This design comes from an exercise in tuning for small area and a short achievable clock period on the open sky130 flow, not from production work.
The RTL was checked by simulation tests, not by an equivalence proof against the original design.
No activity file was given, so power comes from the tool's default toggle rates.

==> flow/design.v, too long to show whole: its modules and the start of the top module <==
// module exec_stage: 88 lines
// module exec_lane: 49 lines
// module exec_mac24: 629 lines
// module exec_fa: 3 lines
// module exec_ha: 3 lines
// module exec_add24: 159 lines
module exec_stage #(
  parameter int N = 24,
  parameter int M = 6
) (
  input  logic                clk,
  input  logic                rst,
  input  logic                en,
  input  logic [N-1:0]        rd1, rd2, rd3, pc, imm,
  input  logic [N*M-1:0]      rdv1, rdv2, rdv3,
  input  logic [N*M-1:0]      Forward1, Forward2, Forward3,
  input  logic                Fa, Fb, Fc,
  input  logic [3:0]          aluControl, Rc, opCode,
  input  logic                immSrc, branchFlag, memWrite, memToReg, regWrite, modeSel,
  input  logic [1:0]          opType,
  output logic [17+2*N*M-1:0] bufferOut
);
  // ...
==> flow/flow/run.sh <==
#!/bin/bash
set -euo pipefail
export BUFFER_PORTS_ARGS="-buffer_cell sky130_fd_sc_hd__buf_1"
bash standard.sh > standard.log 2>&1
==> flow/standard.sh <==
#!/bin/bash
# synth_recipe.tcl (not shown) runs the flow's synth.tcl, then flattens the netlist and writes it again
# the make line also repeats each setting of config.mk as NAME=value (left out here)
make -C /OpenROAD-flow-scripts/flow DESIGN_CONFIG=/design/flow/config.mk WORK_HOME=/design/flow/orfs CLKGATE_MAP_FILE= SYNTH_SCRIPT=/design/flow/synth_recipe.tcl "${@:-finish}"
==> flow/config.mk <==
export PLATFORM = sky130hd
export DESIGN_NAME = exec_stage
export DESIGN_NICKNAME = exec_stage
export VERILOG_FILES = /design/flow/design.v
export SDC_FILE = /design/flow/constraint.sdc
export NUM_CORES = 4
export LEC_CHECK = 0
export ABC_AREA = 1
export CAP_MARGIN = 20
export CELL_PAD_IN_SITES_DETAIL_PLACEMENT = 1
export CELL_PAD_IN_SITES_GLOBAL_PLACEMENT = 1
export CORE_MARGIN = 2
export CORE_UTILIZATION = 32
export PLACE_DENSITY = 0.55
export SETUP_SLACK_MARGIN = 4
export SLEW_MARGIN = 20
==> flow/constraint.sdc <==
create_clock -name core_clock -period 13.0 [get_ports {clk}]
set_input_delay 2.6000 -clock core_clock [delete_from_list [all_inputs] [get_ports {clk}]]
set_output_delay 2.6000 -clock core_clock [all_outputs]
set_load 0.01 [all_outputs]
==> load_flow_metrics.sql, run 1 <==
INSERT INTO impl_metrics (metric_group, metric, value, unit) VALUES
('run_status', 'status', 'finished clean', ''),
('routing', 'vias', '97200', ''),
('routing', 'first_iter_violations', '12800', ''),
('grt', 'antenna_violations_before_repair', '225', ''),
('pwr', 'peakVddDrop', '0.000128', 'V'),
('worst_setup_path', 'timing.critical_path.depth', '26', ''),
('layout', 'layout.non_clock_buffers', '2183', ''),
('sta', 'setup_viol_count_final', '0', ''),
('cts', 'cts-htree-levels', '2', ''),
('logic_synthesis', 'ys_async_sr_fraction', '0', '%'),
('layout', 'most_common_cell_after_layout_fill_and_taps_aside', 'sky130_fd_sc_hd__nand2_1', ''),
('layout', 'highest_count_cells_in_the_layout_ignoring_fill_and_taps', 'sky130_fd_sc_hd__nand2_1, sky130_fd_sc_hd__buf_1, sky130_fd_sc_hd__inv_1', ''),
('logic_synthesis', 'synth_area_leaders', 'sky130_fd_sc_hd__fa_1, sky130_fd_sc_hd__ha_1, sky130_fd_sc_hd__nand2_1', ''),
('routing', 'route.met3.wl', '79.7', 'mm'),
('layout', 'top_area_cell_class', 'multi-input gates', ''),
('pwr', 'design_power_total', '11200', 'µW'),
('pwr', 'power_of_the_combinational_group', '8690', 'µW'),
('layout', 'final_layout_size_suffix_gt1_share', '17.9', '%'),
('die', 'floorplan.tapcells', '3185', ''),
('layout', 'inv_count', '1578', ''),
('place', 'last_weighted_congestion_value_of_the_routability_driven_placer', '1.13', ''),
('routing', 'met2WireLength', '248', 'mm'),
('pwr', 'power_report.internal_total', '4630', 'µW'),
('grt', 'grt_overflow_total', '0', ''),
('worst_setup_path', 'ws_path_type', 'input pin to register', ''),
('layout', 'largest_register_ff_count', '305', ''),
('cts', 'cts_sinks', '305', ''),
('worst_setup_path', 'crit_top_cell', 'sky130_fd_sc_hd__nand2_1', ''),
('logic_synthesis', 'synth.yosys.seq_area_share', '7.90', '%'),
('layout', 'filler_cell_count', '30200', ''),
('sta', 'timing_hold_violations_final', '0', ''),
('logic_synthesis', 'syn_avg_cell_area', '6.99', 'µm²'),
('worst_setup_path', 'r2r-start', 'q[248]', ''),
('sta', 'setup_tns', '0', 'ps'),
('logic_synthesis', 'yosys.area.top_type_share', '17.7', '%'),
('worst_setup_path', 'critical_path.n_buffers_inverters', '1', ''),
('sta', 'fin_ws', '3670', 'ps');
==> module exec_stage, before the edit <==
module exec_stage #(
  parameter int N = 24,
  parameter int M = 6
) (
  input  logic                clk,
  input  logic                rst,
  input  logic                en,
  input  logic [N-1:0]        rd1, rd2, rd3, pc, imm,
  input  logic [N*M-1:0]      rdv1, rdv2, rdv3,
  input  logic [N*M-1:0]      Forward1, Forward2, Forward3,
  input  logic                Fa, Fb, Fc,
  input  logic [3:0]          aluControl, Rc, opCode,
  input  logic                immSrc, branchFlag, memWrite, memToReg, regWrite, modeSel,
  input  logic [1:0]          opType,
  output logic [17+2*N*M-1:0] bufferOut
);
  localparam int NM = N * M;
  localparam int BW = 17 + 2 * NM;
  logic          isCtrl, ld, hold;
  logic [BW-1:0] q, d;
  assign isCtrl = (opType == 2'b10);
  assign ld     = rst & en;
  assign hold   = rst & ~en;
  logic opAdd, opSub, opAnd, opOr, opXor, opShl, opShr, opMul, opB, opA;
  assign opAdd = (aluControl == 4'b0000);
  assign opSub = (aluControl == 4'b0001);
  assign opAnd = (aluControl == 4'b0010);
  assign opOr  = (aluControl == 4'b0011);
  assign opXor = (aluControl == 4'b0100);
  assign opShl = (aluControl == 4'b0101);
  assign opShr = (aluControl == 4'b0110);
  assign opMul = (aluControl == 4'b0111);
  assign opB   = (aluControl == 4'b1000);
  assign opA   = (aluControl == 4'b1001);
  logic [N-1:0] a   [M];
  logic [N-1:0] b   [M];
  logic [N-1:0] t   [M];
  logic [N-1:0] cmpB, pcImm;
  assign cmpB = Fb ? Forward2[N-1:0] : (modeSel ? rdv2[N-1:0] : rd2);
  assign a[0] = Fa ? Forward1[N-1:0] : (modeSel ? rdv1[N-1:0] : rd1);
  assign b[0] = immSrc ? imm : cmpB;
  assign t[0] = Fc ? Forward3[N-1:0] : (modeSel ? rdv3[N-1:0] : rd3);
  for (genvar k = 1; k < M; k++) begin : g_ops
    assign a[k] = Fa ? Forward1[k*N +: N] : rdv1[k*N +: N];
    assign b[k] = immSrc ? imm : (Fb ? Forward2[k*N +: N] : rdv2[k*N +: N]);
    assign t[k] = {N{modeSel}} & (Fc ? Forward3[k*N +: N] : rdv3[k*N +: N]);
  end
  logic [N-1:0] r [M];
  logic [M-1:0] nz;
  for (genvar k = 0; k < M; k++) begin : g_lane
    logic on;
    if (k == 0) begin : g_l0
      assign on = ld;
      exec_lane u_lane (
        .a(a[0]), .b(b[0]),
        .mul(opMul & ~isCtrl), .shl(opShl & ~isCtrl), .shr(opShr & ~isCtrl),
        .add(opAdd & ~isCtrl), .sub(opSub & ~isCtrl), .pa(opA & ~isCtrl), .pb(opB & ~isCtrl),
        .land(opAnd & ~isCtrl), .lor(opOr & ~isCtrl), .lxor(opXor & ~isCtrl),
        .ext(pcImm), .gext(isCtrl),
        .on(on), .r(r[k]), .nz(nz[k]));
    end else begin : g_ln
      assign on = ld & modeSel & ~isCtrl;
      exec_lane u_lane (
        .a(a[k]), .b(b[k]),
        .mul(opMul), .shl(opShl), .shr(opShr), .add(opAdd), .sub(opSub), .pa(opA), .pb(opB),
        .land(opAnd), .lor(opOr), .lxor(opXor),
        .ext('0), .gext(1'b0),
        .on(on), .r(r[k]), .nz(nz[k]));
    end
  end
  logic [N-1:0] cmpDiff;
  logic         cmpEq;
  exec_add24 u_pcimm (.a(pc), .b(imm), .ci(1'b0), .y(pcImm));
  exec_add24 u_cmp (.a(a[0]), .b(~cmpB), .ci(1'b1), .y(cmpDiff));
  assign cmpEq   = (a[0] == cmpB);
  logic anyR, zeroFlag, negFlag;
  assign anyR     = |nz;
  assign zeroFlag = isCtrl ? (ld & cmpEq) : (ld & ~anyR);
  assign negFlag  = isCtrl ? (ld & cmpDiff[N-1]) : r[0][N-1];
  logic [BW-1:0] nx;
  assign nx = {{7{ld}} & {modeSel, opType, opCode},
               r[5], r[4], r[3], r[2], r[1], r[0], zeroFlag, negFlag,
               {8{ld}} & {branchFlag, memWrite, memToReg, regWrite, Rc},
               {NM{ld}} & {t[5], t[4], t[3], t[2], t[1], t[0]}};
  assign d = nx | ({BW{hold}} & q);
  always_ff @(posedge clk) q <= d;
  assign bufferOut = q;
endmodule
==> module exec_lane, before the edit <==
module exec_lane (
  input  logic [23:0] a, b,
  input  logic        mul, shl, shr, add, sub, pa, pb, land, lor, lxor,
  input  logic [23:0] ext,
  input  logic        gext,
  input  logic        on,
  output logic [23:0] r,
  output logic        nz
);
  logic [23:0] ar, x, z, p, pr, rl;
  logic        pz;
  logic [4:0]  s;
  logic [11:0] one, two, neg, bone, btwo, sone, stwo;
  logic [24:0] bx;
  logic        c0;
  for (genvar j = 0; j < 24; j++) begin : g_rev
    assign ar[j] = a[23-j];
    assign pr[j] = p[23-j];
  end
  assign x = shr ? ar : a;
  assign s  = b[4:0];
  assign bx = {b, 1'b0};
  for (genvar i = 0; i < 12; i++) begin : g_booth
    assign bone[i] = bx[2*i+1] ^ bx[2*i];
    assign btwo[i] = (bx[2*i+2] & ~bx[2*i+1] & ~bx[2*i]) | (~bx[2*i+2] & bx[2*i+1] & bx[2*i]);
    assign sone[i] = (s == 5'(2*i));
    assign stwo[i] = (s == 5'(2*i+1));
    if (i == 0) begin : g_d0
      assign one[i] = (mul & bone[i]) | ((shl | shr) & sone[i]) | add | sub | pa;
    end else begin : g_dn
      assign one[i] = (mul & bone[i]) | ((shl | shr) & sone[i]);
    end
    assign two[i] = (mul & btwo[i]) | ((shl | shr) & stwo[i]);
    assign neg[i] = mul & bx[2*i+2];
  end
  assign c0 = (mul & b[1]) | sub;
  assign z  = {24{add | sub | pb}} & (b ^ {24{sub}});
  exec_mac24 u_mac (.x(x), .one(one), .two(two), .neg(neg), .c0(c0), .z(z), .p(p), .pz(pz));
  logic gp, gr, ga, go, gx;
  assign gp = on & (mul | shl | add | sub | pa | pb);
  assign gr = on & shr;
  assign ga = on & land;
  assign go = on & lor;
  assign gx = on & lxor;
  assign rl = ({24{ga}} & (a & b)) | ({24{go}} & (a | b)) | ({24{gx}} & (a ^ b)) |
              ({24{on & gext}} & ext);
  assign r  = ({24{gp}} & p) | ({24{gr}} & pr) | rl;
  assign nz = ((gp | gr) & ~pz) | (|rl);
endmodule
==> module exec_mac24, before the edit <==
module exec_mac24 (
  input  logic [23:0] x,
  input  logic [11:0] one, two, neg,
  input  logic        c0,
  input  logic [23:0] z,
  output logic [23:0] p,
  output logic        pz
);
  logic [23:0] pp0;
  assign pp0[0] = ((one[0] & x[0])) ^ neg[0];
  assign pp0[1] = ((one[0] & x[1]) | (two[0] & x[0])) ^ neg[0];
  assign pp0[2] = ((one[0] & x[2]) | (two[0] & x[1])) ^ neg[0];
  assign pp0[3] = ((one[0] & x[3]) | (two[0] & x[2])) ^ neg[0];
  assign pp0[4] = ((one[0] & x[4]) | (two[0] & x[3])) ^ neg[0];
  assign pp0[5] = ((one[0] & x[5]) | (two[0] & x[4])) ^ neg[0];
  assign pp0[6] = ((one[0] & x[6]) | (two[0] & x[5])) ^ neg[0];
  assign pp0[7] = ((one[0] & x[7]) | (two[0] & x[6])) ^ neg[0];
  assign pp0[8] = ((one[0] & x[8]) | (two[0] & x[7])) ^ neg[0];
  assign pp0[9] = ((one[0] & x[9]) | (two[0] & x[8])) ^ neg[0];
  assign pp0[10] = ((one[0] & x[10]) | (two[0] & x[9])) ^ neg[0];
  assign pp0[11] = ((one[0] & x[11]) | (two[0] & x[10])) ^ neg[0];
  assign pp0[12] = ((one[0] & x[12]) | (two[0] & x[11])) ^ neg[0];
  assign pp0[13] = ((one[0] & x[13]) | (two[0] & x[12])) ^ neg[0];
  assign pp0[14] = ((one[0] & x[14]) | (two[0] & x[13])) ^ neg[0];
  assign pp0[15] = ((one[0] & x[15]) | (two[0] & x[14])) ^ neg[0];
  assign pp0[16] = ((one[0] & x[16]) | (two[0] & x[15])) ^ neg[0];
  assign pp0[17] = ((one[0] & x[17]) | (two[0] & x[16])) ^ neg[0];
  assign pp0[18] = ((one[0] & x[18]) | (two[0] & x[17])) ^ neg[0];
  assign pp0[19] = ((one[0] & x[19]) | (two[0] & x[18])) ^ neg[0];
  assign pp0[20] = ((one[0] & x[20]) | (two[0] & x[19])) ^ neg[0];
  assign pp0[21] = ((one[0] & x[21]) | (two[0] & x[20])) ^ neg[0];
  assign pp0[22] = ((one[0] & x[22]) | (two[0] & x[21])) ^ neg[0];
  assign pp0[23] = ((one[0] & x[23]) | (two[0] & x[22])) ^ neg[0];
  logic [21:0] pp1;
  assign pp1[0] = ((one[1] & x[0]) | z[2]) ^ neg[1];
  assign pp1[1] = ((one[1] & x[1]) | (two[1] & x[0]) | z[3]) ^ neg[1];
  assign pp1[2] = ((one[1] & x[2]) | (two[1] & x[1]) | z[4]) ^ neg[1];
  assign pp1[3] = ((one[1] & x[3]) | (two[1] & x[2]) | z[5]) ^ neg[1];
  assign pp1[4] = ((one[1] & x[4]) | (two[1] & x[3]) | z[6]) ^ neg[1];
  assign pp1[5] = ((one[1] & x[5]) | (two[1] & x[4]) | z[7]) ^ neg[1];
  assign pp1[6] = ((one[1] & x[6]) | (two[1] & x[5]) | z[8]) ^ neg[1];
  assign pp1[7] = ((one[1] & x[7]) | (two[1] & x[6]) | z[9]) ^ neg[1];
  assign pp1[8] = ((one[1] & x[8]) | (two[1] & x[7]) | z[10]) ^ neg[1];
  assign pp1[9] = ((one[1] & x[9]) | (two[1] & x[8]) | z[11]) ^ neg[1];
  assign pp1[10] = ((one[1] & x[10]) | (two[1] & x[9]) | z[12]) ^ neg[1];
  assign pp1[11] = ((one[1] & x[11]) | (two[1] & x[10]) | z[13]) ^ neg[1];
  assign pp1[12] = ((one[1] & x[12]) | (two[1] & x[11]) | z[14]) ^ neg[1];
  assign pp1[13] = ((one[1] & x[13]) | (two[1] & x[12]) | z[15]) ^ neg[1];
  assign pp1[14] = ((one[1] & x[14]) | (two[1] & x[13]) | z[16]) ^ neg[1];
  assign pp1[15] = ((one[1] & x[15]) | (two[1] & x[14]) | z[17]) ^ neg[1];
  assign pp1[16] = ((one[1] & x[16]) | (two[1] & x[15]) | z[18]) ^ neg[1];
  assign pp1[17] = ((one[1] & x[17]) | (two[1] & x[16]) | z[19]) ^ neg[1];
  assign pp1[18] = ((one[1] & x[18]) | (two[1] & x[17]) | z[20]) ^ neg[1];
  assign pp1[19] = ((one[1] & x[19]) | (two[1] & x[18]) | z[21]) ^ neg[1];
  assign pp1[20] = ((one[1] & x[20]) | (two[1] & x[19]) | z[22]) ^ neg[1];
  assign pp1[21] = ((one[1] & x[21]) | (two[1] & x[20]) | z[23]) ^ neg[1];
  logic [19:0] pp2;
  assign pp2[0] = ((one[2] & x[0])) ^ neg[2];
  assign pp2[1] = ((one[2] & x[1]) | (two[2] & x[0])) ^ neg[2];
  assign pp2[2] = ((one[2] & x[2]) | (two[2] & x[1])) ^ neg[2];
  assign pp2[3] = ((one[2] & x[3]) | (two[2] & x[2])) ^ neg[2];
  assign pp2[4] = ((one[2] & x[4]) | (two[2] & x[3])) ^ neg[2];
  assign pp2[5] = ((one[2] & x[5]) | (two[2] & x[4])) ^ neg[2];
  assign pp2[6] = ((one[2] & x[6]) | (two[2] & x[5])) ^ neg[2];
  assign pp2[7] = ((one[2] & x[7]) | (two[2] & x[6])) ^ neg[2];
  assign pp2[8] = ((one[2] & x[8]) | (two[2] & x[7])) ^ neg[2];
  assign pp2[9] = ((one[2] & x[9]) | (two[2] & x[8])) ^ neg[2];
  assign pp2[10] = ((one[2] & x[10]) | (two[2] & x[9])) ^ neg[2];
  assign pp2[11] = ((one[2] & x[11]) | (two[2] & x[10])) ^ neg[2];
  assign pp2[12] = ((one[2] & x[12]) | (two[2] & x[11])) ^ neg[2];
  assign pp2[13] = ((one[2] & x[13]) | (two[2] & x[12])) ^ neg[2];
  assign pp2[14] = ((one[2] & x[14]) | (two[2] & x[13])) ^ neg[2];
  assign pp2[15] = ((one[2] & x[15]) | (two[2] & x[14])) ^ neg[2];
  assign pp2[16] = ((one[2] & x[16]) | (two[2] & x[15])) ^ neg[2];
  assign pp2[17] = ((one[2] & x[17]) | (two[2] & x[16])) ^ neg[2];
  assign pp2[18] = ((one[2] & x[18]) | (two[2] & x[17])) ^ neg[2];
  assign pp2[19] = ((one[2] & x[19]) | (two[2] & x[18])) ^ neg[2];
  logic [17:0] pp3;
  assign pp3[0] = ((one[3] & x[0])) ^ neg[3];
  assign pp3[1] = ((one[3] & x[1]) | (two[3] & x[0])) ^ neg[3];
  assign pp3[2] = ((one[3] & x[2]) | (two[3] & x[1])) ^ neg[3];
  assign pp3[3] = ((one[3] & x[3]) | (two[3] & x[2])) ^ neg[3];
  assign pp3[4] = ((one[3] & x[4]) | (two[3] & x[3])) ^ neg[3];
  assign pp3[5] = ((one[3] & x[5]) | (two[3] & x[4])) ^ neg[3];
  assign pp3[6] = ((one[3] & x[6]) | (two[3] & x[5])) ^ neg[3];
  assign pp3[7] = ((one[3] & x[7]) | (two[3] & x[6])) ^ neg[3];
  assign pp3[8] = ((one[3] & x[8]) | (two[3] & x[7])) ^ neg[3];
  assign pp3[9] = ((one[3] & x[9]) | (two[3] & x[8])) ^ neg[3];
  assign pp3[10] = ((one[3] & x[10]) | (two[3] & x[9])) ^ neg[3];
  assign pp3[11] = ((one[3] & x[11]) | (two[3] & x[10])) ^ neg[3];
  assign pp3[12] = ((one[3] & x[12]) | (two[3] & x[11])) ^ neg[3];
  assign pp3[13] = ((one[3] & x[13]) | (two[3] & x[12])) ^ neg[3];
  assign pp3[14] = ((one[3] & x[14]) | (two[3] & x[13])) ^ neg[3];
  assign pp3[15] = ((one[3] & x[15]) | (two[3] & x[14])) ^ neg[3];
  assign pp3[16] = ((one[3] & x[16]) | (two[3] & x[15])) ^ neg[3];
  assign pp3[17] = ((one[3] & x[17]) | (two[3] & x[16])) ^ neg[3];
  logic [15:0] pp4;
  assign pp4[0] = ((one[4] & x[0])) ^ neg[4];
  assign pp4[1] = ((one[4] & x[1]) | (two[4] & x[0])) ^ neg[4];
  assign pp4[2] = ((one[4] & x[2]) | (two[4] & x[1])) ^ neg[4];
  assign pp4[3] = ((one[4] & x[3]) | (two[4] & x[2])) ^ neg[4];
  assign pp4[4] = ((one[4] & x[4]) | (two[4] & x[3])) ^ neg[4];
  assign pp4[5] = ((one[4] & x[5]) | (two[4] & x[4])) ^ neg[4];
  assign pp4[6] = ((one[4] & x[6]) | (two[4] & x[5])) ^ neg[4];
  assign pp4[7] = ((one[4] & x[7]) | (two[4] & x[6])) ^ neg[4];
  assign pp4[8] = ((one[4] & x[8]) | (two[4] & x[7])) ^ neg[4];
  assign pp4[9] = ((one[4] & x[9]) | (two[4] & x[8])) ^ neg[4];
  assign pp4[10] = ((one[4] & x[10]) | (two[4] & x[9])) ^ neg[4];
  assign pp4[11] = ((one[4] & x[11]) | (two[4] & x[10])) ^ neg[4];
  assign pp4[12] = ((one[4] & x[12]) | (two[4] & x[11])) ^ neg[4];
  assign pp4[13] = ((one[4] & x[13]) | (two[4] & x[12])) ^ neg[4];
  assign pp4[14] = ((one[4] & x[14]) | (two[4] & x[13])) ^ neg[4];
  assign pp4[15] = ((one[4] & x[15]) | (two[4] & x[14])) ^ neg[4];
  logic [13:0] pp5;
  assign pp5[0] = ((one[5] & x[0])) ^ neg[5];
  assign pp5[1] = ((one[5] & x[1]) | (two[5] & x[0])) ^ neg[5];
  assign pp5[2] = ((one[5] & x[2]) | (two[5] & x[1])) ^ neg[5];
  assign pp5[3] = ((one[5] & x[3]) | (two[5] & x[2])) ^ neg[5];
  assign pp5[4] = ((one[5] & x[4]) | (two[5] & x[3])) ^ neg[5];
  assign pp5[5] = ((one[5] & x[5]) | (two[5] & x[4])) ^ neg[5];
  assign pp5[6] = ((one[5] & x[6]) | (two[5] & x[5])) ^ neg[5];
  assign pp5[7] = ((one[5] & x[7]) | (two[5] & x[6])) ^ neg[5];
  assign pp5[8] = ((one[5] & x[8]) | (two[5] & x[7])) ^ neg[5];
  assign pp5[9] = ((one[5] & x[9]) | (two[5] & x[8])) ^ neg[5];
  assign pp5[10] = ((one[5] & x[10]) | (two[5] & x[9])) ^ neg[5];
  assign pp5[11] = ((one[5] & x[11]) | (two[5] & x[10])) ^ neg[5];
  assign pp5[12] = ((one[5] & x[12]) | (two[5] & x[11])) ^ neg[5];
  assign pp5[13] = ((one[5] & x[13]) | (two[5] & x[12])) ^ neg[5];
  logic [11:0] pp6;
  assign pp6[0] = ((one[6] & x[0])) ^ neg[6];
  assign pp6[1] = ((one[6] & x[1]) | (two[6] & x[0])) ^ neg[6];
  assign pp6[2] = ((one[6] & x[2]) | (two[6] & x[1])) ^ neg[6];
  assign pp6[3] = ((one[6] & x[3]) | (two[6] & x[2])) ^ neg[6];
  assign pp6[4] = ((one[6] & x[4]) | (two[6] & x[3])) ^ neg[6];
  assign pp6[5] = ((one[6] & x[5]) | (two[6] & x[4])) ^ neg[6];
  assign pp6[6] = ((one[6] & x[6]) | (two[6] & x[5])) ^ neg[6];
  assign pp6[7] = ((one[6] & x[7]) | (two[6] & x[6])) ^ neg[6];
  assign pp6[8] = ((one[6] & x[8]) | (two[6] & x[7])) ^ neg[6];
  assign pp6[9] = ((one[6] & x[9]) | (two[6] & x[8])) ^ neg[6];
  assign pp6[10] = ((one[6] & x[10]) | (two[6] & x[9])) ^ neg[6];
  assign pp6[11] = ((one[6] & x[11]) | (two[6] & x[10])) ^ neg[6];
  logic [9:0] pp7;
  assign pp7[0] = ((one[7] & x[0])) ^ neg[7];
  assign pp7[1] = ((one[7] & x[1]) | (two[7] & x[0])) ^ neg[7];
  assign pp7[2] = ((one[7] & x[2]) | (two[7] & x[1])) ^ neg[7];
  assign pp7[3] = ((one[7] & x[3]) | (two[7] & x[2])) ^ neg[7];
  assign pp7[4] = ((one[7] & x[4]) | (two[7] & x[3])) ^ neg[7];
  assign pp7[5] = ((one[7] & x[5]) | (two[7] & x[4])) ^ neg[7];
  assign pp7[6] = ((one[7] & x[6]) | (two[7] & x[5])) ^ neg[7];
  assign pp7[7] = ((one[7] & x[7]) | (two[7] & x[6])) ^ neg[7];
  assign pp7[8] = ((one[7] & x[8]) | (two[7] & x[7])) ^ neg[7];
  assign pp7[9] = ((one[7] & x[9]) | (two[7] & x[8])) ^ neg[7];
  logic [7:0] pp8;
  assign pp8[0] = ((one[8] & x[0])) ^ neg[8];
  assign pp8[1] = ((one[8] & x[1]) | (two[8] & x[0])) ^ neg[8];
  assign pp8[2] = ((one[8] & x[2]) | (two[8] & x[1])) ^ neg[8];
  assign pp8[3] = ((one[8] & x[3]) | (two[8] & x[2])) ^ neg[8];
  assign pp8[4] = ((one[8] & x[4]) | (two[8] & x[3])) ^ neg[8];
  assign pp8[5] = ((one[8] & x[5]) | (two[8] & x[4])) ^ neg[8];
  assign pp8[6] = ((one[8] & x[6]) | (two[8] & x[5])) ^ neg[8];
  assign pp8[7] = ((one[8] & x[7]) | (two[8] & x[6])) ^ neg[8];
  logic [5:0] pp9;
  assign pp9[0] = ((one[9] & x[0])) ^ neg[9];
  assign pp9[1] = ((one[9] & x[1]) | (two[9] & x[0])) ^ neg[9];
  assign pp9[2] = ((one[9] & x[2]) | (two[9] & x[1])) ^ neg[9];
  assign pp9[3] = ((one[9] & x[3]) | (two[9] & x[2])) ^ neg[9];
  assign pp9[4] = ((one[9] & x[4]) | (two[9] & x[3])) ^ neg[9];
  assign pp9[5] = ((one[9] & x[5]) | (two[9] & x[4])) ^ neg[9];
  logic [3:0] pp10;
  assign pp10[0] = ((one[10] & x[0])) ^ neg[10];
  assign pp10[1] = ((one[10] & x[1]) | (two[10] & x[0])) ^ neg[10];
  assign pp10[2] = ((one[10] & x[2]) | (two[10] & x[1])) ^ neg[10];
  assign pp10[3] = ((one[10] & x[3]) | (two[10] & x[2])) ^ neg[10];
  logic [1:0] pp11;
  assign pp11[0] = one[11] & x[0];
  assign pp11[1] = (one[11] & (x[1] ^ (neg[11] & x[0]))) | (two[11] & x[0]);
  logic s0, co0;
  logic s1, co1;
  logic s2, co2;
  logic s3, co3;
  logic s4, co4;
  logic s5, co5;
  logic s6, co6;
  logic s7, co7;
  logic s8, co8;
  logic s9, co9;
  logic s10, co10;
  logic s11, co11;
  logic s12, co12;
  logic s13, co13;
  logic s14, co14;
  logic s15;
  logic s16;
  logic s17;
  logic s18, co18;
  logic s19, co19;
  logic s20, co20;
  logic s21, co21;
  logic s22, co22;
  logic s23, co23;
  logic s24, co24;
  logic s25, co25;
  logic s26, co26;
  logic s27, co27;
  logic s28, co28;
  logic s29, co29;
  logic s30, co30;
  logic s31, co31;
  logic s32, co32;
  logic s33, co33;
  logic s34, co34;
  logic s35, co35;
  logic s36, co36;
  logic s37, co37;
  logic s38, co38;
  logic s39, co39;
  logic s40, co40;
  logic s41, co41;
  logic s42, co42;
  logic s43, co43;
  logic s44, co44;
  logic s45, co45;
  logic s46, co46;
  logic s47, co47;
  logic s48, co48;
  logic s49, co49;
  logic s50, co50;
  logic s51;
  logic s52;
  logic s53;
  logic s54, co54;
  logic s55, co55;
  logic s56, co56;
  logic s57, co57;
  logic s58, co58;
  logic s59, co59;
  logic s60, co60;
  logic s61, co61;
  logic s62, co62;
  logic s63, co63;
  logic s64, co64;
  logic s65, co65;
  logic s66, co66;
  logic s67, co67;
  logic s68, co68;
  logic s69, co69;
  logic s70, co70;
  logic s71, co71;
  logic s72, co72;
  logic s73, co73;
  logic s74, co74;
  logic s75, co75;
  logic s76, co76;
  logic s77, co77;
  logic s78, co78;
  logic s79, co79;
  logic s80, co80;
  logic s81, co81;
  logic s82, co82;
  logic s83, co83;
  logic s84, co84;
  logic s85, co85;
  logic s86;
  logic s87;
  logic s88, co88;
  logic s89, co89;
  logic s90, co90;
  logic s91, co91;
  logic s92, co92;
  logic s93, co93;
  logic s94, co94;
  logic s95, co95;
  logic s96, co96;
  logic s97, co97;
  logic s98, co98;
  logic s99, co99;
  logic s100, co100;
  logic s101, co101;
  logic s102, co102;
  logic s103, co103;
  logic s104, co104;
  logic s105, co105;
  logic s106, co106;
  logic s107;
  logic s108, co108;
  logic s109, co109;
  logic s110, co110;
  logic s111, co111;
  logic s112, co112;
  logic s113, co113;
  logic s114, co114;
  logic s115, co115;
  logic s116, co116;
  logic s117, co117;
  logic s118, co118;
  logic s119, co119;
  logic s120, co120;
  logic s121, co121;
  logic s122, co122;
  logic s123, co123;
  logic s124, co124;
  logic s125, co125;
  logic s126, co126;
  logic s127, co127;
  logic s128, co128;
  logic s129, co129;
  logic s130, co130;
  logic s131;
  exec_ha u_s0 (.a(neg[8]), .b(pp0[16]), .s(s0), .co(co0));
  exec_ha u_s1 (.a(pp0[17]), .b(pp1[15]), .s(s1), .co(co1));
  exec_fa u_s2 (.a(neg[9]), .b(pp0[18]), .c(pp1[16]), .s(s2), .co(co2));
  exec_ha u_s3 (.a(pp2[14]), .b(pp3[12]), .s(s3), .co(co3));
  exec_fa u_s4 (.a(pp0[19]), .b(pp1[17]), .c(pp2[15]), .s(s4), .co(co4));
  exec_ha u_s5 (.a(pp3[13]), .b(pp4[11]), .s(s5), .co(co5));
  exec_fa u_s6 (.a(neg[10]), .b(pp0[20]), .c(pp1[18]), .s(s6), .co(co6));
  exec_fa u_s7 (.a(pp2[16]), .b(pp3[14]), .c(pp4[12]), .s(s7), .co(co7));
  exec_ha u_s8 (.a(pp5[10]), .b(pp6[8]), .s(s8), .co(co8));
  exec_fa u_s9 (.a(pp0[21]), .b(pp1[19]), .c(pp2[17]), .s(s9), .co(co9));
  exec_fa u_s10 (.a(pp3[15]), .b(pp4[13]), .c(pp5[11]), .s(s10), .co(co10));
  exec_ha u_s11 (.a(pp6[9]), .b(pp7[7]), .s(s11), .co(co11));
  exec_fa u_s12 (.a(pp0[22]), .b(pp1[20]), .c(pp2[18]), .s(s12), .co(co12));
  exec_fa u_s13 (.a(pp3[16]), .b(pp4[14]), .c(pp5[12]), .s(s13), .co(co13));
  exec_fa u_s14 (.a(pp6[10]), .b(pp7[8]), .c(pp8[6]), .s(s14), .co(co14));
  assign s15 = pp0[23] ^ pp1[21] ^ pp2[19];
  assign s16 = pp3[17] ^ pp4[15] ^ pp5[13];
  assign s17 = pp6[11] ^ pp7[9] ^ pp8[7];
  exec_ha u_s18 (.a(neg[5]), .b(pp0[10]), .s(s18), .co(co18));
  exec_ha u_s19 (.a(pp0[11]), .b(pp1[9]), .s(s19), .co(co19));
  exec_fa u_s20 (.a(neg[6]), .b(pp0[12]), .c(pp1[10]), .s(s20), .co(co20));
  exec_ha u_s21 (.a(pp2[8]), .b(pp3[6]), .s(s21), .co(co21));
  exec_fa u_s22 (.a(pp0[13]), .b(pp1[11]), .c(pp2[9]), .s(s22), .co(co22));
  exec_ha u_s23 (.a(pp3[7]), .b(pp4[5]), .s(s23), .co(co23));
  exec_fa u_s24 (.a(neg[7]), .b(pp0[14]), .c(pp1[12]), .s(s24), .co(co24));
  exec_fa u_s25 (.a(pp2[10]), .b(pp3[8]), .c(pp4[6]), .s(s25), .co(co25));
  exec_ha u_s26 (.a(pp5[4]), .b(pp6[2]), .s(s26), .co(co26));
  exec_fa u_s27 (.a(pp0[15]), .b(pp1[13]), .c(pp2[11]), .s(s27), .co(co27));
  exec_fa u_s28 (.a(pp3[9]), .b(pp4[7]), .c(pp5[5]), .s(s28), .co(co28));
  exec_ha u_s29 (.a(pp6[3]), .b(pp7[1]), .s(s29), .co(co29));
  exec_fa u_s30 (.a(pp1[14]), .b(pp2[12]), .c(pp3[10]), .s(s30), .co(co30));
  exec_fa u_s31 (.a(pp4[8]), .b(pp5[6]), .c(pp6[4]), .s(s31), .co(co31));
  exec_fa u_s32 (.a(pp7[2]), .b(pp8[0]), .c(s0), .s(s32), .co(co32));
  exec_fa u_s33 (.a(pp2[13]), .b(pp3[11]), .c(pp4[9]), .s(s33), .co(co33));
  exec_fa u_s34 (.a(pp5[7]), .b(pp6[5]), .c(pp7[3]), .s(s34), .co(co34));
  exec_fa u_s35 (.a(pp8[1]), .b(co0), .c(s1), .s(s35), .co(co35));
  exec_fa u_s36 (.a(pp4[10]), .b(pp5[8]), .c(pp6[6]), .s(s36), .co(co36));
  exec_fa u_s37 (.a(pp7[4]), .b(pp8[2]), .c(pp9[0]), .s(s37), .co(co37));
  exec_fa u_s38 (.a(co1), .b(s3), .c(s2), .s(s38), .co(co38));
  exec_fa u_s39 (.a(pp5[9]), .b(pp6[7]), .c(pp7[5]), .s(s39), .co(co39));
  exec_fa u_s40 (.a(pp8[3]), .b(pp9[1]), .c(co3), .s(s40), .co(co40));
  exec_fa u_s41 (.a(s5), .b(co2), .c(s4), .s(s41), .co(co41));
  exec_fa u_s42 (.a(pp7[6]), .b(pp8[4]), .c(pp9[2]), .s(s42), .co(co42));
  exec_fa u_s43 (.a(pp10[0]), .b(co5), .c(s8), .s(s43), .co(co43));
  exec_fa u_s44 (.a(co4), .b(s6), .c(s7), .s(s44), .co(co44));
  exec_fa u_s45 (.a(pp8[5]), .b(pp9[3]), .c(pp10[1]), .s(s45), .co(co45));
  exec_fa u_s46 (.a(co8), .b(s11), .c(co6), .s(s46), .co(co46));
  exec_fa u_s47 (.a(co7), .b(s9), .c(s10), .s(s47), .co(co47));
  exec_fa u_s48 (.a(pp9[4]), .b(pp10[2]), .c(pp11[0]), .s(s48), .co(co48));
  exec_fa u_s49 (.a(co11), .b(co9), .c(co10), .s(s49), .co(co49));
  exec_fa u_s50 (.a(s12), .b(s13), .c(s14), .s(s50), .co(co50));
  assign s51 = pp9[5] ^ pp10[3] ^ pp11[1];
  assign s52 = co12 ^ co13 ^ co14;
  assign s53 = s15 ^ s16 ^ s17;
  exec_ha u_s54 (.a(neg[3]), .b(pp0[6]), .s(s54), .co(co54));
  exec_ha u_s55 (.a(pp0[7]), .b(pp1[5]), .s(s55), .co(co55));
  exec_fa u_s56 (.a(neg[4]), .b(pp0[8]), .c(pp1[6]), .s(s56), .co(co56));
  exec_ha u_s57 (.a(pp2[4]), .b(pp3[2]), .s(s57), .co(co57));
  exec_fa u_s58 (.a(pp0[9]), .b(pp1[7]), .c(pp2[5]), .s(s58), .co(co58));
  exec_ha u_s59 (.a(pp3[3]), .b(pp4[1]), .s(s59), .co(co59));
  exec_fa u_s60 (.a(pp1[8]), .b(pp2[6]), .c(pp3[4]), .s(s60), .co(co60));
  exec_fa u_s61 (.a(pp4[2]), .b(pp5[0]), .c(s18), .s(s61), .co(co61));
  exec_fa u_s62 (.a(pp2[7]), .b(pp3[5]), .c(pp4[3]), .s(s62), .co(co62));
  exec_fa u_s63 (.a(pp5[1]), .b(co18), .c(s19), .s(s63), .co(co63));
  exec_fa u_s64 (.a(pp4[4]), .b(pp5[2]), .c(pp6[0]), .s(s64), .co(co64));
  exec_fa u_s65 (.a(co19), .b(s21), .c(s20), .s(s65), .co(co65));
  exec_fa u_s66 (.a(pp5[3]), .b(pp6[1]), .c(co21), .s(s66), .co(co66));
  exec_fa u_s67 (.a(s23), .b(co20), .c(s22), .s(s67), .co(co67));
  exec_fa u_s68 (.a(pp7[0]), .b(co23), .c(s26), .s(s68), .co(co68));
  exec_fa u_s69 (.a(co22), .b(s24), .c(s25), .s(s69), .co(co69));
  exec_fa u_s70 (.a(co26), .b(s29), .c(co24), .s(s70), .co(co70));
  exec_fa u_s71 (.a(co25), .b(s27), .c(s28), .s(s71), .co(co71));
  exec_fa u_s72 (.a(co29), .b(co27), .c(co28), .s(s72), .co(co72));
  exec_fa u_s73 (.a(s30), .b(s31), .c(s32), .s(s73), .co(co73));
  exec_fa u_s74 (.a(co30), .b(co31), .c(s33), .s(s74), .co(co74));
  exec_fa u_s75 (.a(s34), .b(co32), .c(s35), .s(s75), .co(co75));
  exec_fa u_s76 (.a(co33), .b(co34), .c(s36), .s(s76), .co(co76));
  exec_fa u_s77 (.a(s37), .b(co35), .c(s38), .s(s77), .co(co77));
  exec_fa u_s78 (.a(co36), .b(co37), .c(s39), .s(s78), .co(co78));
  exec_fa u_s79 (.a(s40), .b(co38), .c(s41), .s(s79), .co(co79));
  exec_fa u_s80 (.a(co39), .b(s42), .c(co40), .s(s80), .co(co80));
  exec_fa u_s81 (.a(s43), .b(co41), .c(s44), .s(s81), .co(co81));
  exec_fa u_s82 (.a(co42), .b(s45), .c(co43), .s(s82), .co(co82));
  exec_fa u_s83 (.a(s46), .b(co44), .c(s47), .s(s83), .co(co83));
  exec_fa u_s84 (.a(co45), .b(s48), .c(co46), .s(s84), .co(co84));
  exec_fa u_s85 (.a(s49), .b(co47), .c(s50), .s(s85), .co(co85));
  assign s86 = co48 ^ s51 ^ co49;
  assign s87 = s52 ^ co50 ^ s53;
  exec_ha u_s88 (.a(neg[2]), .b(pp0[4]), .s(s88), .co(co88));
  exec_ha u_s89 (.a(pp0[5]), .b(pp1[3]), .s(s89), .co(co89));
  exec_fa u_s90 (.a(pp1[4]), .b(pp2[2]), .c(pp3[0]), .s(s90), .co(co90));
  exec_fa u_s91 (.a(pp2[3]), .b(pp3[1]), .c(co54), .s(s91), .co(co91));
  exec_fa u_s92 (.a(pp4[0]), .b(co55), .c(s57), .s(s92), .co(co92));
  exec_fa u_s93 (.a(co57), .b(s59), .c(co56), .s(s93), .co(co93));
  exec_fa u_s94 (.a(co59), .b(co58), .c(s60), .s(s94), .co(co94));
  exec_fa u_s95 (.a(co60), .b(s62), .c(co61), .s(s95), .co(co95));
  exec_fa u_s96 (.a(co62), .b(s64), .c(co63), .s(s96), .co(co96));
  exec_fa u_s97 (.a(co64), .b(s66), .c(co65), .s(s97), .co(co97));
  exec_fa u_s98 (.a(co66), .b(s68), .c(co67), .s(s98), .co(co98));
  exec_fa u_s99 (.a(co68), .b(s70), .c(co69), .s(s99), .co(co99));
  exec_fa u_s100 (.a(co70), .b(s72), .c(co71), .s(s100), .co(co100));
  exec_fa u_s101 (.a(co72), .b(s74), .c(co73), .s(s101), .co(co101));
  exec_fa u_s102 (.a(co74), .b(s76), .c(co75), .s(s102), .co(co102));
  exec_fa u_s103 (.a(co76), .b(s78), .c(co77), .s(s103), .co(co103));
  exec_fa u_s104 (.a(co78), .b(s80), .c(co79), .s(s104), .co(co104));
  exec_fa u_s105 (.a(co80), .b(s82), .c(co81), .s(s105), .co(co105));
  exec_fa u_s106 (.a(co82), .b(s84), .c(co83), .s(s106), .co(co106));
  assign s107 = co84 ^ s86 ^ co85;
  exec_ha u_s108 (.a(c0), .b(z[0]), .s(s108), .co(co108));
  exec_ha u_s109 (.a(z[1]), .b(pp0[1]), .s(s109), .co(co109));
  exec_fa u_s110 (.a(neg[1]), .b(pp0[2]), .c(pp1[0]), .s(s110), .co(co110));
  exec_ha u_s111 (.a(pp0[3]), .b(pp1[1]), .s(s111), .co(co111));
  exec_fa u_s112 (.a(pp1[2]), .b(pp2[0]), .c(s88), .s(s112), .co(co112));
  exec_fa u_s113 (.a(pp2[1]), .b(co88), .c(s89), .s(s113), .co(co113));
  exec_fa u_s114 (.a(co89), .b(s54), .c(s90), .s(s114), .co(co114));
  exec_fa u_s115 (.a(s55), .b(co90), .c(s91), .s(s115), .co(co115));
  exec_fa u_s116 (.a(s56), .b(co91), .c(s92), .s(s116), .co(co116));
  exec_fa u_s117 (.a(s58), .b(co92), .c(s93), .s(s117), .co(co117));
  exec_fa u_s118 (.a(s61), .b(co93), .c(s94), .s(s118), .co(co118));
  exec_fa u_s119 (.a(s63), .b(co94), .c(s95), .s(s119), .co(co119));
  exec_fa u_s120 (.a(s65), .b(co95), .c(s96), .s(s120), .co(co120));
  exec_fa u_s121 (.a(s67), .b(co96), .c(s97), .s(s121), .co(co121));
  exec_fa u_s122 (.a(s69), .b(co97), .c(s98), .s(s122), .co(co122));
  exec_fa u_s123 (.a(s71), .b(co98), .c(s99), .s(s123), .co(co123));
  exec_fa u_s124 (.a(s73), .b(co99), .c(s100), .s(s124), .co(co124));
  exec_fa u_s125 (.a(s75), .b(co100), .c(s101), .s(s125), .co(co125));
  exec_fa u_s126 (.a(s77), .b(co101), .c(s102), .s(s126), .co(co126));
  exec_fa u_s127 (.a(s79), .b(co102), .c(s103), .s(s127), .co(co127));
  exec_fa u_s128 (.a(s81), .b(co103), .c(s104), .s(s128), .co(co128));
  exec_fa u_s129 (.a(s83), .b(co104), .c(s105), .s(s129), .co(co129));
  exec_fa u_s130 (.a(s85), .b(co105), .c(s106), .s(s130), .co(co130));
  assign s131 = s87 ^ co106 ^ s107;
  logic [23:0] ra, rb;
  assign ra[0] = pp0[0];
  assign rb[0] = s108;
  assign ra[1] = co108;
  assign rb[1] = s109;
  assign ra[2] = co109;
  assign rb[2] = s110;
  assign ra[3] = co110;
  assign rb[3] = s111;
  assign ra[4] = co111;
  assign rb[4] = s112;
  assign ra[5] = co112;
  assign rb[5] = s113;
  assign ra[6] = co113;
  assign rb[6] = s114;
  assign ra[7] = co114;
  assign rb[7] = s115;
  assign ra[8] = co115;
  assign rb[8] = s116;
  assign ra[9] = co116;
  assign rb[9] = s117;
  assign ra[10] = co117;
  assign rb[10] = s118;
  assign ra[11] = co118;
  assign rb[11] = s119;
  assign ra[12] = co119;
  assign rb[12] = s120;
  assign ra[13] = co120;
  assign rb[13] = s121;
  assign ra[14] = co121;
  assign rb[14] = s122;
  assign ra[15] = co122;
  assign rb[15] = s123;
  assign ra[16] = co123;
  assign rb[16] = s124;
  assign ra[17] = co124;
  assign rb[17] = s125;
  assign ra[18] = co125;
  assign rb[18] = s126;
  assign ra[19] = co126;
  assign rb[19] = s127;
  assign ra[20] = co127;
  assign rb[20] = s128;
  assign ra[21] = co128;
  assign rb[21] = s129;
  assign ra[22] = co129;
  assign rb[22] = s130;
  assign ra[23] = co130;
  assign rb[23] = s131;
  logic [23:0] p_g, p_p;
  assign p_g = ra & rb;
  assign p_p = ra ^ rb;
  logic p_G0, p_P0;
  assign p_G0 = p_g[1] | (p_p[1] & p_g[0]);
  assign p_P0 = p_p[1] & p_p[0];
  logic p_G1, p_P1;
  assign p_G1 = p_g[3] | (p_p[3] & p_g[2]);
  assign p_P1 = p_p[3] & p_p[2];
  logic p_G2, p_P2;
  assign p_G2 = p_g[5] | (p_p[5] & p_g[4]);
  assign p_P2 = p_p[5] & p_p[4];
  logic p_G3, p_P3;
  assign p_G3 = p_g[7] | (p_p[7] & p_g[6]);
  assign p_P3 = p_p[7] & p_p[6];
  logic p_G4, p_P4;
  assign p_G4 = p_g[9] | (p_p[9] & p_g[8]);
  assign p_P4 = p_p[9] & p_p[8];
  logic p_G5, p_P5;
  assign p_G5 = p_g[11] | (p_p[11] & p_g[10]);
  assign p_P5 = p_p[11] & p_p[10];
  logic p_G6, p_P6;
  assign p_G6 = p_g[13] | (p_p[13] & p_g[12]);
  assign p_P6 = p_p[13] & p_p[12];
  logic p_G7, p_P7;
  assign p_G7 = p_g[15] | (p_p[15] & p_g[14]);
  assign p_P7 = p_p[15] & p_p[14];
  logic p_G8, p_P8;
  assign p_G8 = p_g[17] | (p_p[17] & p_g[16]);
  assign p_P8 = p_p[17] & p_p[16];
  logic p_G9, p_P9;
  assign p_G9 = p_g[19] | (p_p[19] & p_g[18]);
  assign p_P9 = p_p[19] & p_p[18];
  logic p_G10, p_P10;
  assign p_G10 = p_g[21] | (p_p[21] & p_g[20]);
  assign p_P10 = p_p[21] & p_p[20];
  logic p_G11, p_P11;
  assign p_G11 = p_G1 | (p_P1 & p_G0);
  assign p_P11 = p_P1 & p_P0;
  logic p_G12, p_P12;
  assign p_G12 = p_G3 | (p_P3 & p_G2);
  assign p_P12 = p_P3 & p_P2;
  logic p_G13, p_P13;
  assign p_G13 = p_G5 | (p_P5 & p_G4);
  assign p_P13 = p_P5 & p_P4;
  logic p_G14, p_P14;
  assign p_G14 = p_G7 | (p_P7 & p_G6);
  assign p_P14 = p_P7 & p_P6;
  logic p_G15, p_P15;
  assign p_G15 = p_G9 | (p_P9 & p_G8);
  assign p_P15 = p_P9 & p_P8;
  logic p_G16, p_P16;
  assign p_G16 = p_G12 | (p_P12 & p_G11);
  assign p_P16 = p_P12 & p_P11;
  logic p_G17, p_P17;
  assign p_G17 = p_G14 | (p_P14 & p_G13);
  assign p_P17 = p_P14 & p_P13;
  logic p_G18, p_P18;
  assign p_G18 = p_G17 | (p_P17 & p_G16);
  assign p_P18 = p_P17 & p_P16;
  logic p_G19, p_P19;
  assign p_G19 = p_G13 | (p_P13 & p_G16);
  assign p_P19 = p_P13 & p_P16;
  logic p_G20, p_P20;
  assign p_G20 = p_G15 | (p_P15 & p_G18);
  assign p_P20 = p_P15 & p_P18;
  logic p_G21, p_P21;
  assign p_G21 = p_G2 | (p_P2 & p_G11);
  assign p_P21 = p_P2 & p_P11;
  logic p_G22, p_P22;
  assign p_G22 = p_G4 | (p_P4 & p_G16);
  assign p_P22 = p_P4 & p_P16;
  logic p_G23, p_P23;
  assign p_G23 = p_G6 | (p_P6 & p_G19);
  assign p_P23 = p_P6 & p_P19;
  logic p_G24, p_P24;
  assign p_G24 = p_G8 | (p_P8 & p_G18);
  assign p_P24 = p_P8 & p_P18;
  logic p_G25, p_P25;
  assign p_G25 = p_G10 | (p_P10 & p_G20);
  assign p_P25 = p_P10 & p_P20;
  logic p_G26, p_P26;
  assign p_G26 = p_g[2] | (p_p[2] & p_G0);
  assign p_P26 = p_p[2] & p_P0;
  logic p_G27, p_P27;
  assign p_G27 = p_g[4] | (p_p[4] & p_G11);
  assign p_P27 = p_p[4] & p_P11;
  logic p_G28, p_P28;
  assign p_G28 = p_g[6] | (p_p[6] & p_G21);
  assign p_P28 = p_p[6] & p_P21;
  logic p_G29, p_P29;
  assign p_G29 = p_g[8] | (p_p[8] & p_G16);
  assign p_P29 = p_p[8] & p_P16;
  logic p_G30, p_P30;
  assign p_G30 = p_g[10] | (p_p[10] & p_G22);
  assign p_P30 = p_p[10] & p_P22;
  logic p_G31, p_P31;
  assign p_G31 = p_g[12] | (p_p[12] & p_G19);
  assign p_P31 = p_p[12] & p_P19;
  logic p_G32, p_P32;
  assign p_G32 = p_g[14] | (p_p[14] & p_G23);
  assign p_P32 = p_p[14] & p_P23;
  logic p_G33, p_P33;
  assign p_G33 = p_g[16] | (p_p[16] & p_G18);
  assign p_P33 = p_p[16] & p_P18;
  logic p_G34, p_P34;
  assign p_G34 = p_g[18] | (p_p[18] & p_G24);
  assign p_P34 = p_p[18] & p_P24;
  logic p_G35, p_P35;
  assign p_G35 = p_g[20] | (p_p[20] & p_G20);
  assign p_P35 = p_p[20] & p_P20;
  logic p_G36, p_P36;
  assign p_G36 = p_g[22] | (p_p[22] & p_G25);
  assign p_P36 = p_p[22] & p_P25;
  assign p[0] = p_p[0];
  assign p[1] = p_p[1] ^ p_g[0];
  assign p[2] = p_p[2] ^ p_G0;
  assign p[3] = p_p[3] ^ p_G26;
  assign p[4] = p_p[4] ^ p_G11;
  assign p[5] = p_p[5] ^ p_G27;
  assign p[6] = p_p[6] ^ p_G21;
  assign p[7] = p_p[7] ^ p_G28;
  assign p[8] = p_p[8] ^ p_G16;
  assign p[9] = p_p[9] ^ p_G29;
  assign p[10] = p_p[10] ^ p_G22;
  assign p[11] = p_p[11] ^ p_G30;
  assign p[12] = p_p[12] ^ p_G19;
  assign p[13] = p_p[13] ^ p_G31;
  assign p[14] = p_p[14] ^ p_G23;
  assign p[15] = p_p[15] ^ p_G32;
  assign p[16] = p_p[16] ^ p_G18;
  assign p[17] = p_p[17] ^ p_G33;
  assign p[18] = p_p[18] ^ p_G24;
  assign p[19] = p_p[19] ^ p_G34;
  assign p[20] = p_p[20] ^ p_G20;
  assign p[21] = p_p[21] ^ p_G35;
  assign p[22] = p_p[22] ^ p_G25;
  assign p[23] = p_p[23] ^ p_G36;
  assign pz = &((ra ^ rb) ~^ {ra[22:0] | rb[22:0], 1'b0});
endmodule
==> run 2, diff against run 1 <==
--- a/flow/design.v
+++ b/flow/design.v
@@ -50,13 +50,12 @@
   for (genvar k = 0; k < M; k++) begin : g_lane
     logic on;
     if (k == 0) begin : g_l0
-      assign on = ld;
+      assign on = ld & ~isCtrl;
       exec_lane u_lane (
         .a(a[0]), .b(b[0]),
-        .mul(opMul & ~isCtrl), .shl(opShl & ~isCtrl), .shr(opShr & ~isCtrl),
-        .add(opAdd & ~isCtrl), .sub(opSub & ~isCtrl), .pa(opA & ~isCtrl), .pb(opB & ~isCtrl),
-        .land(opAnd & ~isCtrl), .lor(opOr & ~isCtrl), .lxor(opXor & ~isCtrl),
-        .ext(pcImm), .gext(isCtrl),
+        .mul(opMul), .shl(opShl), .shr(opShr), .add(opAdd), .sub(opSub), .pa(opA), .pb(opB),
+        .land(opAnd), .lor(opOr), .lxor(opXor),
+        .ext(pcImm), .gext(ld & isCtrl),
         .on(on), .r(r[k]), .nz(nz[k]));
     end else begin : g_ln
       assign on = ld & modeSel & ~isCtrl;
@@ -131,7 +130,7 @@
   assign go = on & lor;
   assign gx = on & lxor;
   assign rl = ({24{ga}} & (a & b)) | ({24{go}} & (a | b)) | ({24{gx}} & (a ^ b)) |
-              ({24{on & gext}} & ext);
+              ({24{gext}} & ext);
   assign r  = ({24{gp}} & p) | ({24{gr}} & pr) | rl;
   assign nz = ((gp | gr) & ~pz) | (|rl);
 endmodule
@@ -624,9 +623,33 @@
   assign rb[22] = s130;
   assign ra[23] = co130;
   assign rb[23] = s131;
-  logic [23:0] p_g, p_p;
-  assign p_g = ra & rb;
-  assign p_p = ra ^ rb;
+  logic [23:0] p_g, p_p, p_a, p_b;
+  assign p_a = ra;
+  assign p_b = rb;
+  exec_ha u_p_p_0_ (.a(p_a[0]), .b(p_b[0]), .s(p_p[0]), .co(p_g[0]));
+  exec_ha u_p_p_1_ (.a(p_a[1]), .b(p_b[1]), .s(p_p[1]), .co(p_g[1]));
+  exec_ha u_p_p_2_ (.a(p_a[2]), .b(p_b[2]), .s(p_p[2]), .co(p_g[2]));
+  exec_ha u_p_p_3_ (.a(p_a[3]), .b(p_b[3]), .s(p_p[3]), .co(p_g[3]));
+  exec_ha u_p_p_4_ (.a(p_a[4]), .b(p_b[4]), .s(p_p[4]), .co(p_g[4]));
+  exec_ha u_p_p_5_ (.a(p_a[5]), .b(p_b[5]), .s(p_p[5]), .co(p_g[5]));
+  exec_ha u_p_p_6_ (.a(p_a[6]), .b(p_b[6]), .s(p_p[6]), .co(p_g[6]));
+  exec_ha u_p_p_7_ (.a(p_a[7]), .b(p_b[7]), .s(p_p[7]), .co(p_g[7]));
+  exec_ha u_p_p_8_ (.a(p_a[8]), .b(p_b[8]), .s(p_p[8]), .co(p_g[8]));
+  exec_ha u_p_p_9_ (.a(p_a[9]), .b(p_b[9]), .s(p_p[9]), .co(p_g[9]));
+  exec_ha u_p_p_10_ (.a(p_a[10]), .b(p_b[10]), .s(p_p[10]), .co(p_g[10]));
+  exec_ha u_p_p_11_ (.a(p_a[11]), .b(p_b[11]), .s(p_p[11]), .co(p_g[11]));
+  exec_ha u_p_p_12_ (.a(p_a[12]), .b(p_b[12]), .s(p_p[12]), .co(p_g[12]));
+  exec_ha u_p_p_13_ (.a(p_a[13]), .b(p_b[13]), .s(p_p[13]), .co(p_g[13]));
+  exec_ha u_p_p_14_ (.a(p_a[14]), .b(p_b[14]), .s(p_p[14]), .co(p_g[14]));
+  exec_ha u_p_p_15_ (.a(p_a[15]), .b(p_b[15]), .s(p_p[15]), .co(p_g[15]));
+  exec_ha u_p_p_16_ (.a(p_a[16]), .b(p_b[16]), .s(p_p[16]), .co(p_g[16]));
+  exec_ha u_p_p_17_ (.a(p_a[17]), .b(p_b[17]), .s(p_p[17]), .co(p_g[17]));
+  exec_ha u_p_p_18_ (.a(p_a[18]), .b(p_b[18]), .s(p_p[18]), .co(p_g[18]));
+  exec_ha u_p_p_19_ (.a(p_a[19]), .b(p_b[19]), .s(p_p[19]), .co(p_g[19]));
+  exec_ha u_p_p_20_ (.a(p_a[20]), .b(p_b[20]), .s(p_p[20]), .co(p_g[20]));
+  exec_ha u_p_p_21_ (.a(p_a[21]), .b(p_b[21]), .s(p_p[21]), .co(p_g[21]));
+  exec_ha u_p_p_22_ (.a(p_a[22]), .b(p_b[22]), .s(p_p[22]), .co(p_g[22]));
+  exec_ha u_p_p_23_ (.a(p_a[23]), .b(p_b[23]), .s(p_p[23]), .co(p_g[23]));
   logic p_G0, p_P0;
   assign p_G0 = p_g[1] | (p_p[1] & p_g[0]);
   assign p_P0 = p_p[1] & p_p[0];
@@ -776,9 +799,34 @@
   output logic [23:0] y
 );
   logic [24:0] s;
-  logic [24:0] s_g, s_p;
-  assign s_g = {a, ci} & {b, ci};
-  assign s_p = {a, ci} ^ {b, ci};
+  logic [24:0] s_g, s_p, s_a, s_b;
+  assign s_a = {a, ci};
+  assign s_b = {b, ci};
+  exec_ha u_s_p_0_ (.a(s_a[0]), .b(s_b[0]), .s(s_p[0]), .co(s_g[0]));
+  exec_ha u_s_p_1_ (.a(s_a[1]), .b(s_b[1]), .s(s_p[1]), .co(s_g[1]));
+  exec_ha u_s_p_2_ (.a(s_a[2]), .b(s_b[2]), .s(s_p[2]), .co(s_g[2]));
+  exec_ha u_s_p_3_ (.a(s_a[3]), .b(s_b[3]), .s(s_p[3]), .co(s_g[3]));
+  exec_ha u_s_p_4_ (.a(s_a[4]), .b(s_b[4]), .s(s_p[4]), .co(s_g[4]));
+  exec_ha u_s_p_5_ (.a(s_a[5]), .b(s_b[5]), .s(s_p[5]), .co(s_g[5]));
+  exec_ha u_s_p_6_ (.a(s_a[6]), .b(s_b[6]), .s(s_p[6]), .co(s_g[6]));
+  exec_ha u_s_p_7_ (.a(s_a[7]), .b(s_b[7]), .s(s_p[7]), .co(s_g[7]));
+  exec_ha u_s_p_8_ (.a(s_a[8]), .b(s_b[8]), .s(s_p[8]), .co(s_g[8]));
+  exec_ha u_s_p_9_ (.a(s_a[9]), .b(s_b[9]), .s(s_p[9]), .co(s_g[9]));
+  exec_ha u_s_p_10_ (.a(s_a[10]), .b(s_b[10]), .s(s_p[10]), .co(s_g[10]));
+  exec_ha u_s_p_11_ (.a(s_a[11]), .b(s_b[11]), .s(s_p[11]), .co(s_g[11]));
+  exec_ha u_s_p_12_ (.a(s_a[12]), .b(s_b[12]), .s(s_p[12]), .co(s_g[12]));
+  exec_ha u_s_p_13_ (.a(s_a[13]), .b(s_b[13]), .s(s_p[13]), .co(s_g[13]));
+  exec_ha u_s_p_14_ (.a(s_a[14]), .b(s_b[14]), .s(s_p[14]), .co(s_g[14]));
+  exec_ha u_s_p_15_ (.a(s_a[15]), .b(s_b[15]), .s(s_p[15]), .co(s_g[15]));
+  exec_ha u_s_p_16_ (.a(s_a[16]), .b(s_b[16]), .s(s_p[16]), .co(s_g[16]));
+  exec_ha u_s_p_17_ (.a(s_a[17]), .b(s_b[17]), .s(s_p[17]), .co(s_g[17]));
+  exec_ha u_s_p_18_ (.a(s_a[18]), .b(s_b[18]), .s(s_p[18]), .co(s_g[18]));
+  exec_ha u_s_p_19_ (.a(s_a[19]), .b(s_b[19]), .s(s_p[19]), .co(s_g[19]));
+  exec_ha u_s_p_20_ (.a(s_a[20]), .b(s_b[20]), .s(s_p[20]), .co(s_g[20]));
+  exec_ha u_s_p_21_ (.a(s_a[21]), .b(s_b[21]), .s(s_p[21]), .co(s_g[21]));
+  exec_ha u_s_p_22_ (.a(s_a[22]), .b(s_b[22]), .s(s_p[22]), .co(s_g[22]));
+  exec_ha u_s_p_23_ (.a(s_a[23]), .b(s_b[23]), .s(s_p[23]), .co(s_g[23]));
+  exec_ha u_s_p_24_ (.a(s_a[24]), .b(s_b[24]), .s(s_p[24]), .co(s_g[24]));
   logic s_G0, s_P0;
   assign s_G0 = s_g[1] | (s_p[1] & s_g[0]);
   assign s_P0 = s_p[1] & s_p[0];
--- a/flow/config.mk
+++ b/flow/config.mk
@@ -6,11 +6,12 @@
 export NUM_CORES = 4
 export LEC_CHECK = 0
 export ABC_AREA = 1
-export CAP_MARGIN = 20
+export CAP_MARGIN = 30
 export CELL_PAD_IN_SITES_DETAIL_PLACEMENT = 1
 export CELL_PAD_IN_SITES_GLOBAL_PLACEMENT = 1
 export CORE_MARGIN = 2
-export CORE_UTILIZATION = 32
-export PLACE_DENSITY = 0.55
+export CORE_UTILIZATION = 38
+export PLACE_DENSITY = 0.6
 export SETUP_SLACK_MARGIN = 4
-export SLEW_MARGIN = 20
+export SLEW_MARGIN = 30
+export SYNTH_HIERARCHICAL = 1
==> run 2 against run 1 <==
Net effect:
- clock power shrank 8%
- sequential share of layout area grew 0.23 points
- area after synthesis is 3.2% higher
- critical path depth is 1 higher
- worst setup slack better by 70 ps
- count of clock-buffer cells in the layout is 9 lower
- largest cell class unchanged
- largest power group unchanged
==> load_flow_metrics.sql, run 2 <==
INSERT INTO impl_metrics (metric_group, metric, value, unit) VALUES
('sta', 'setup_viol_count_final', '0', ''),
('grt', 'grt_overflow_total', '0', ''),
('place', 'last_weighted_congestion_value_of_the_routability_driven_placer', '1.09', ''),
('sta', 'fin_ws', '3740', 'ps'),
('worst_setup_path', 'r2r-start', 'q[153]', ''),
('routing', 'vias', '97700', ''),
('cts', 'cts_sinks', '305', ''),
('routing', 'route.met3.wl', '60.6', 'mm'),
('sta', 'timing_hold_violations_final', '0', ''),
('layout', 'highest_count_cells_in_the_layout_ignoring_fill_and_taps', 'sky130_fd_sc_hd__nand2_1, sky130_fd_sc_hd__buf_1, sky130_fd_sc_hd__inv_1', ''),
('logic_synthesis', 'syn_avg_cell_area', '6.73', 'µm²'),
('layout', 'final_layout_size_suffix_gt1_share', '11.0', '%'),
('grt', 'antenna_violations_before_repair', '96', ''),
('run_status', 'status', 'finished clean', ''),
('routing', 'met2WireLength', '228', 'mm'),
('worst_setup_path', 'crit_top_cell', 'sky130_fd_sc_hd__fa_1', ''),
('worst_setup_path', 'ws_path_type', 'input pin to register', ''),
('layout', 'most_common_cell_after_layout_fill_and_taps_aside', 'sky130_fd_sc_hd__nand2_1', ''),
('worst_setup_path', 'worst_path_dominant_cell_family', 'adder cells', ''),
('cts', 'tritoncts', 'done', ''),
('worst_setup_path', 'timing.critical_path.depth', '27', ''),
('layout', 'largest_register_ff_count', '305', ''),
('worst_setup_path', 'critical_path.n_buffers_inverters', '5', '');
-- run 2: where the power goes --
group | leakage (µW) | internal [µW] | switching [µW] | total (µW)
clock | 0.000706 | 739 | 591 | 1330
sequential | 0.00252 | 1010 | 53.3 | 1070
combinational | 0.0459 | 1980 | 3840 | 5820
total | 0.0492 | 3730 | 4480 | 8210
-- run 2: repair_timing --
item | in CTS | in global routing
gates resized for setup | 526 | 416
setup endpoints to repair | 137 | 64
gates cloned | 28 | 20
hold endpoints to repair | 0 | 0
pin swaps | 26 | 70
buffers inserted | 117 | 136
-- run 2: worst reg2reg max path, stage by stage, from the launching register on --
cell                      delay, ps
sky130_fd_sc_hd__dfxtp_1        700
sky130_fd_sc_hd__a32oi_1        110
sky130_fd_sc_hd__nand2_1        110
-- run 2: stage by stage --
step / hold slack [ps] / instance area [µm²] / instances
detailed placement: 442 / 87900 / 15700
finish: 457 / 96100 / 16200
CTS: 456 / 92600 / 15900
global route: 474 / 95900 / 16100
global placement: 427 / 87800 / 15700
floorplan: 472 / 80400 / 12000
-- run 2: final cells by class --
cell class	instances	area (µm²)
clock buffer	54	1120
inverter	1276	5230
sequential	305	6110
multi-input combinational	9716	68700
timing repair buffer	1877	10600
clock inverter	21	333
timing repair inverter	18	188
fill	27300	113000
tap	2805	3510
antenna	100	250
-- run 2: metal layers --
layer,vias to the layer above,track usage (%)
met5,-,1.54
met4,42,47.1
met3,1705,17.1
met2,5792,71.2
met1,48400,53.8
li1,41700,-
-- run 2: how the worst min path moves through the flow --
| stage | startpoint | endpoint | slack, ps |
|---|---|---|---|
| after global placement | q[304] | q[304] | 430 |
| after CTS | q[302] | q[302] | 460 |
| final | q[302] | q[302] | 460 |
| after detailed placement | q[238] | q[238] | 440 |
| after global routing | q[51] | q[51] | 470 |
| after floorplan | q[302] | q[302] | 470 |

## afterwards: timing with drivers on the ports
How much do the figures lean on ideal ports? The routed layouts below were timed once more, with nothing changed but the port constraints.
Step 1: set_driving_cell puts a clkbuf_16 on clk and a buf_2 on each other input, an assumption about the parent block.
Step 2 times the ports against the registers' clock, not the clock port: input delays grow and output delays shrink by t, the midpoint of the rising clock arrivals with the driver on.
Slacks: ideal ports / drivers / drivers and shift; pairs: ideal ports / drivers.
run | t (ns) | setup slack, ns | worst hold slack (ns)
run 1 | 0.818 | 3.671 / 3.534 / 2.717 | 0.451 / 0.451 / 0.451
run 2 | 0.869 | 3.742 / 3.688 / 2.820 | 0.457 / 0.457 / 0.457
After both steps every run listed still meets setup and hold. The setup slack of run 1, which loses most, moves by -0.137 ns with the drivers and by -0.954 ns with both steps.
